Context: an optimization exercise on an open-source flow, tuned for small area. The choices shown serve that exercise and are no tape-out recipe. No functional check of the RTL was part of this run. Power is estimated from default activity; no workload was simulated.

`design.v`:
```
package pacPkg;
  typedef enum logic [1:0] {
    rotUp    = 2'd0,
    rotLeft  = 2'd1,
    rotDown  = 2'd2,
    rotRight = 2'd3
  } rotT;
  typedef enum logic [3:0] {
    cBlack  = 4'd0,
    cBlue   = 4'd1,
    cYellow = 4'd6,
    cWhite  = 4'd7
  } colorT;
  typedef enum logic [5:0] {
    aPacX        = 6'd0,
    aPacY        = 6'd1,
    aFrameSync   = 6'd36,
    aPelletX     = 6'd37,
    aPelletY     = 6'd38,
    aPelletClear = 6'd39,
    aPlayerRot   = 6'd49,
    aPelletData  = 6'd51
  } regAddrT;
  typedef struct packed {
    logic [9:0] hpos;
    logic [9:0] vpos;
    logic       hsync;        
    logic       vsync;        
    logic       frameStart;
  } videoPosT;
  typedef struct packed {
    logic [5:0]  addr;
    logic [15:0] wrData;
    logic        we;
  } hostBusT;
  typedef struct packed {
    logic [4:0] pacX;
    logic [4:0] pacY;
    logic [4:0] pelletX;
    logic [4:0] pelletY;
  } spriteRegsT;
  typedef struct packed {
    logic [4:0] x;
    logic [4:0] y;
  } cellT;
endpackage
module pacmanTop (
  input  logic            clk,
  input  logic            rst,
  input  logic [7:0]      keycode,
  input  logic [5:0]      hostAddr,
  input  logic [15:0]     hostWrData,
  input  logic            hostWe,
  output logic [15:0]     rdData,
  output logic            hsync,
  output logic            vsync,
  output logic [3:0]      rgb,
  output logic            keystrobe
);
  logic [9:0] hCnt, vCnt;
  logic       hEnd, vEnd;
  assign hEnd = hCnt == 10'(800 - 1);
  assign vEnd = vCnt == 10'(525 - 1);
  always_ff @(posedge clk) begin
    if (rst) begin
      hCnt <= '0;
      vCnt <= '0;
    end else if (hEnd) begin
      hCnt <= '0;
      vCnt <= vEnd ? '0 : vCnt + 10'd1;
    end else begin
      hCnt <= hCnt + 10'd1;
    end
  end
  logic [4:0] cellX, cellY;
  logic [3:0] offX, offY;
  assign cellX = hCnt[8:4];
  assign cellY = vCnt[8:4];
  assign offX  = hCnt[3:0];
  assign offY  = vCnt[3:0];
  logic [1:0] dir;
  logic       hit;
  logic [1:0] newDir;
  always_comb begin
    hit    = 1'b1;
    newDir = dir;
    case (keycode)
      8'hf7:   newDir = 2'd0;
      8'hf3:   newDir = 2'd2;
      8'he1:   newDir = 2'd1;
      8'he4:   newDir = 2'd3;
      default: hit = 1'b0;
    endcase
  end
  always_ff @(posedge clk) begin
    if (rst) begin
      dir       <= 2'd1;
      keystrobe <= 1'b0;
    end else begin
      keystrobe <= hit;
      if (hit) dir <= newDir;
    end
  end
  logic [4:0] pacX, pacY, pelX, pelY;
  logic       frameSync;
  logic       wrPelX, wrPelY, pelletClear;
  assign wrPelX      = hostWe && hostAddr == 6'd37;
  assign wrPelY      = hostWe && hostAddr == 6'd38;
  assign pelletClear = hostWe && hostAddr == 6'd39 && hostWrData[0];
  always_ff @(posedge clk) begin
    if (rst) begin
      pacX      <= '0;
      pacY      <= '0;
      pelX      <= '0;
      pelY      <= '0;
      frameSync <= 1'b0;
    end else begin
      if (hostWe && hostAddr == 6'd0) pacX <= hostWrData[4:0];
      if (hostWe && hostAddr == 6'd1) pacY <= hostWrData[4:0];
      if (wrPelX) pelX <= hostWrData[4:0];
      if (wrPelY) pelY <= hostWrData[4:0];
      if (hCnt == '0 && vCnt == '0)        frameSync <= 1'b1;
      else if (hostWe && hostAddr == 6'd36) frameSync <= hostWrData[0];
    end
  end
  logic [27:1] bm [1:28];
  logic [27:1] clrCol;
  logic [28:1] clrRow;
  always_comb begin
    for (int x = 1; x <= 27; x++) clrCol[x] = pelX == 5'(x);
    for (int y = 1; y <= 28; y++) clrRow[y] = pelletClear && pelY == 5'(y);
  end
  always_ff @(posedge clk) begin
    for (int y = 1; y <= 28; y++)
      for (int x = 1; x <= 27; x++)
        if (rst)                         bm[y][x] <= 1'b1;
        else if (clrRow[y] && clrCol[x]) bm[y][x] <= 1'b0;
  end
  logic       hostPres, hostValid, hostDemand;
  logic [4:0] rdX, rdY;
  logic       portBit;
  logic [27:1] rdCol;
  logic [28:1] rdRow;
  logic [28:1] rowBit;
  assign hostDemand = hostAddr == 6'd51 && !hostValid;
  assign rdX = hostDemand ? pelX : cellX;
  assign rdY = hostDemand ? pelY : cellY;
  always_comb begin
    for (int x = 1; x <= 27; x++) rdCol[x] = rdX == 5'(x);
    for (int y = 1; y <= 28; y++) rdRow[y] = rdY == 5'(y);
    for (int y = 1; y <= 28; y++) rowBit[y] = |(bm[y] & rdCol);
    portBit = |(rowBit & rdRow);
  end
  logic present, corner;
  assign present = hostValid ? hostPres : portBit;
  assign corner  = (pelX == 5'd2 || pelX == 5'd27) && (pelY == 5'd4 || pelY == 5'd24);
  always_ff @(posedge clk) begin
    if (rst) begin
      hostPres  <= 1'b0;   
      hostValid <= 1'b1;
    end else if (pelletClear) begin
      hostPres  <= 1'b0;
      hostValid <= 1'b1;
    end else if (wrPelX || wrPelY) begin
      hostValid <= 1'b0;
    end else if (hostDemand) begin
      hostPres  <= portBit;
      hostValid <= 1'b1;
    end
  end
  logic renderBit, renderClr;
  assign renderClr = pelletClear && pelX == cellX && pelY == cellY;
  always_ff @(posedge clk) begin
    if (hostDemand) renderBit <= renderBit && !renderClr;
    else            renderBit <= portBit && !renderClr;
  end
  logic [4:0] rdMux;
  always_comb begin
    case (hostAddr)
      6'd0:    rdMux = pacX;
      6'd1:    rdMux = pacY;
      6'd36:   rdMux = {4'd0, frameSync};
      6'd37:   rdMux = pelX;
      6'd38:   rdMux = pelY;
      6'd49:   rdMux = {3'd0, dir};
      6'd51:   rdMux = {3'd0, present && corner, present};
      default: rdMux = '0;
    endcase
  end
  logic [4:0] rdLow;
  always_ff @(posedge clk) begin
    if (rst) rdLow <= '0;
    else     rdLow <= rdMux;
  end
  assign rdData = {11'd0, rdLow};
  logic inPlay, wall, dotArea, isPac;
  logic [1:0] color;   
  assign inPlay  = hCnt < 448 && vCnt < 480;
  assign wall    = cellX == '0 || cellY == '0 || cellY == 5'd29;
  assign dotArea = offX >= 6 && offX <= 9 &&
                   offY >= 6 && offY <= 9;
  assign isPac   = cellX == pacX && cellY == pacY;
  always_comb begin
    color = 2'd0;
    if (inPlay) begin
      if (isPac)                       color = 2'd2;
      else if (wall)                   color = 2'd1;
      else if (renderBit && dotArea)   color = 2'd3;
    end
  end
  logic [1:0] colorQ;
  always_ff @(posedge clk) begin
    if (rst) begin
      hsync  <= 1'b1;
      vsync  <= 1'b1;
      colorQ <= 2'd0;
    end else begin
      hsync  <= !(hCnt >= 656 && hCnt <= 751);
      vsync  <= !(vCnt >= 490 && vCnt <= 491);
      colorQ <= color;
    end
  end
  assign rgb = {1'b0, colorQ[1], colorQ[1], colorQ[0]};
endmodule
```
`run.sh`:
```
#!/bin/bash
# synth_recipe.tcl (not shown) runs the flow's synth.tcl, then flattens the netlist and writes it again
# the make line also repeats each setting of config.mk as NAME=value (left out here)
make -C /OpenROAD-flow-scripts/flow DESIGN_CONFIG=/design/flow/config.mk WORK_HOME=/design/flow/orfs CLKGATE_MAP_FILE= SYNTH_SCRIPT=/design/flow/synth_recipe.tcl finish
```
`config.mk`:
```
export PLATFORM = sky130hd
export DESIGN_NAME = pacmanTop
export DESIGN_NICKNAME = pacmanTop
export VERILOG_FILES = /design/flow/design.v
export SDC_FILE = /design/flow/constraint.sdc
export NUM_CORES = 4
export LEC_CHECK = 0
export CAP_MARGIN = 20
export CORE_MARGIN = 2
export CORE_UTILIZATION = 40
export SLEW_MARGIN = 20
```
`constraint.sdc`:
```
create_clock -name core_clock -period 10.0 [get_ports {clk}]
set_input_delay 2.0000 -clock core_clock [delete_from_list [all_inputs] [get_ports {clk}]]
set_output_delay 2.0000 -clock core_clock [all_outputs]
set_load 0.01 [all_outputs]
```
==> summary.txt <==
-- sequential cells by signal, indices dropped and copies added (netlist names), 5 cells and up --
signal,count
pacX,5
pelX,5
bm,756
vCnt,10
pelY,5
rdLow,5
hCnt,10
pacY,5
-- per-layer routing --
| layer | vias to the layer above | wire length (µm) | global-route usage |
|---|---|---|---|
| met5 | - | 64 | 0.00610 |
| met4 | 2 | 6340 | 0.133 |
| met3 | 342 | 13300 | 0.0486 |
| met2 | 1669 | 58600 | 0.461 |
| met1 | 15200 | 55000 | 0.405 |
| li1 | 13600 | - | - |
-- power by group --
part	leakage (nW)	internal, mW	switching (mW)
clock	1.35	1.81	1.38
combinational	4.75	0.0361	0.0747
sequential	6.57	3.24	0.00269
-- cells by family (layout without fill, tap and decap cells) --
family | after synthesis | in the layout | share of synthesized area
xor+xnor | 36 | 36 | 0.00921
fa+ha+maj | 8 | 8 | 0.00292
buf+inv | 335 | 282 | 0.0399
other cells | 1 | 12 | 0.000110
flops | 812 | 812 | 0.475
mux | 54 | 54 | 0.0163
compound gates | 1309 | 1309 | 0.271
simple gates | 1331 | 1331 | 0.186
-- path summary, 6_finish.rpt --
| check | startpoint | cells past startpoint | endpoint |
|---|---|---|---|
| worst min register to register | bm[12][22] | 1 | bm[12][22] |
| worst max-delay path | hostAddr[0] | 14 | renderBit |
| worst max register to register | pelX[4] | 13 | renderBit |
| worst min-delay path | bm[12][22] | 1 | bm[12][22] |
-- cells in the mapped netlist (all sizes together) (67+ instances only) --
master	number
a21oi	67
nand2	659
a22oi	150
o21ai	288
a221oi	82
dfxtp	812
nand2b	262
nand3	74
nor2	132
a21o	517
clkbuf	267
a22o	84
-- layout by cell type, fill, tap and decap left out, drive strengths merged, types with 8 or more instances in the layout --
| master | netlist | layout |
|---|---|---|
| a21o | 517 | 517 |
| a21oi | 67 | 67 |
| a221oi | 82 | 82 |
| a222oi | 30 | 30 |
| a22o | 84 | 84 |
| a22oi | 150 | 150 |
| a31oi | 12 | 12 |
| and3 | 11 | 11 |
| and3b | 8 | 8 |
| buf | 53 | 87 |
| clkbuf | 267 | 128 |
| clkdlybuf4s50 | 0 | 31 |
| clkinv | 0 | 12 |
| conb | 1 | 12 |
| dfxtp | 812 | 812 |
| ha | 8 | 8 |
| inv | 15 | 19 |
| mux2i | 48 | 48 |
| nand2 | 659 | 659 |
| nand2b | 262 | 262 |
| nand3 | 74 | 74 |
| nand4 | 57 | 57 |
| nor2 | 132 | 132 |
| nor2b | 22 | 22 |
| nor3 | 34 | 34 |
| nor3b | 11 | 11 |
| nor4 | 10 | 10 |
| o211ai | 8 | 8 |
| o21ai | 288 | 288 |
| o22ai | 9 | 9 |
| or2 | 12 | 12 |
| xnor2 | 22 | 22 |
| xor2 | 14 | 14 |
-- layout make-up --
cell class                      instances  area (µm²)  area share
Timing Repair Buffer                  118        1000      0.0258
Clock buffer                          128        2530      0.0654
Multi-Input combinational cell       2750       17200       0.444
Tap cell                             1144        1430      0.0370
Sequential cell                       812       16300       0.420
Clock inverter                         21         240     0.00620
Inverter                               15        56.3     0.00145
==> flow_summary.toml <==
[status]
outcome = "no timing/DRC/antenna violations"

[timing]
grt_setup_unrepaired = "false"
hold_viol = 0
clock.fmax_mhz = 145
finalCriticalPeriod_ns = 6.90
slew_headroom = 0.208
fin_tns_setup_ns = 0
finalCritPeriodShare = 0.690
tightest_slew_ns = 1.18
report.final.slew_viol_count = 0
finClkSkew_ns = 0.0328
hold_slack_ns = 0.448
finalWorstSetupSlack_ns = 3.10
setup_viol = 0

[yosys]
synth-edff-count = 0
yosysSeqAreaShare = 0.475
synth-main-ff-cell = "dfxtp_1"
synth_area_leader_cell = "dfxtp_1"
synthTopCellsByArea = "dfxtp_1 (47%), a21o_1 (11%), nand2_1 (7.2%)"
avgSynthCellArea_um2 = 8.81
synth_top_area_share = 0.475
synth_seq_cells = 812
async_reset_ff_frac = 0
syn_area_um2 = 34200
syn-instance-count = 3886
ys_warn_count = 2
post_synth_num_cell_types = 81

[floorplanning]
core-area_um2 = 85000
initial_core_util = 0.403
ios = 56
dieArea_um2 = 87900
die_w_um = 297
die_h_um = 297
rows = 107

[critical_path]
crit_top_cell = "buf_4"
arrival_ns = 7.39
critPathLaunchType = "input pin"
cp_num_buf_inv = 3
cp-end-kind = "flip-flop"
crit_path_max_incr_delay_ns = 0.76
required_ns = 10.49
path_cells = "clkdlybuf4s50_1 > nand3b_2 > nor2_4 > buf_4 > mux2i_4 > buf_4 > a22o_1 > a221oi_1 > nand3_1 > or4_1 > a2111oi_2 > nand4b_1 > nor2_1 > a21oi_1"
path_class = "in2reg"
crit_family = "simple AND/OR/NAND/NOR gates"
cpMaxStageDelayCell = "clkdlybuf4s50_1"
rrSetupSlack_ns = 4.66
worstPathMaxFanout = 15

[drt]
ant_nets = 0
remaining_drc_errors = 0
drt_wl_total_um = 133000
dr.pass1.iters = 9
wire_per_inst_um = 26.7
vias = 30800
viasPerCell = 6.18
detail_route.iter0.violations = 3997

[job]
max_cap_violations = 0

[place]
place_area_um2 = 35900
dp_slack_ns = 2.22
io_buffers = 32
routabilityCongestion = 0.991
dpl.cell_count = 4839
dpl.hpwl_um = 78800

[grt]
grt_max_degree = 168
grt_pass1_wl_um = 193000
grt-ovfl-total = 0
grtUsageTotal = 0.297
antenna_found_initial = 1
grt_pass1_vias = 27900

[clock_tree]
cts_root_buffer = "clkbuf_16"
cts_buffer_depth = 3
clk_latency_ns = 0.67
cts_inserted_buffers = 85
post-cts-setup-buffers = 0
cts.sinks = 812
cts_tree = "done"
htree_levels = 3
postCtsHoldBufs = 0
path_clk_slew_ns = 0.06
cts_resized = 0

[hold_path]
min_path_type = "reg2reg"

[pwr]
leakagePower_nw = 12.7
powerDensity_nw_per_um2 = 169
finalPower_mw = 6.53
ir_drop_uv = 115

[final_layout]
stdcell_count = 4988
drive_above_1_share = 0.0825
area_delta_synth_final_pct = 13.1
fillers = 8159
fin_util = 0.456
diodes = 0
layout.nets = 3823
final_area_um2 = 38700

[what the ideal ports hide]
Ports are ideal in the flow. The routed layout listed here was re-timed in OpenROAD.
Step 1 sets driving cells, clkbuf_16 on the clock port and buf_2 on the other inputs (assumed; they add their load-dependent delay and slew).
Step 2, shift: input delay + t, output delay - t, t = (earliest + latest rising clock arrival at the registers) / 2. This alone moves slack from input paths to output paths.
a / b / c = ideal / step 1 / step 2; a / b = the first two.
shift t [ns]: 0.721
slack for setup (ns): 3.104 / 3.141 / 2.420
hold slack, ns: 0.448 / 0.448 / 0.448
worst slew at a driven data input, ns: 0.05
cell pins on the clock port's net: 1
After both steps setup and hold are still met in this run. The setup slack of this run moves by +0.037 ns with the drivers and by -0.684 ns with both steps.
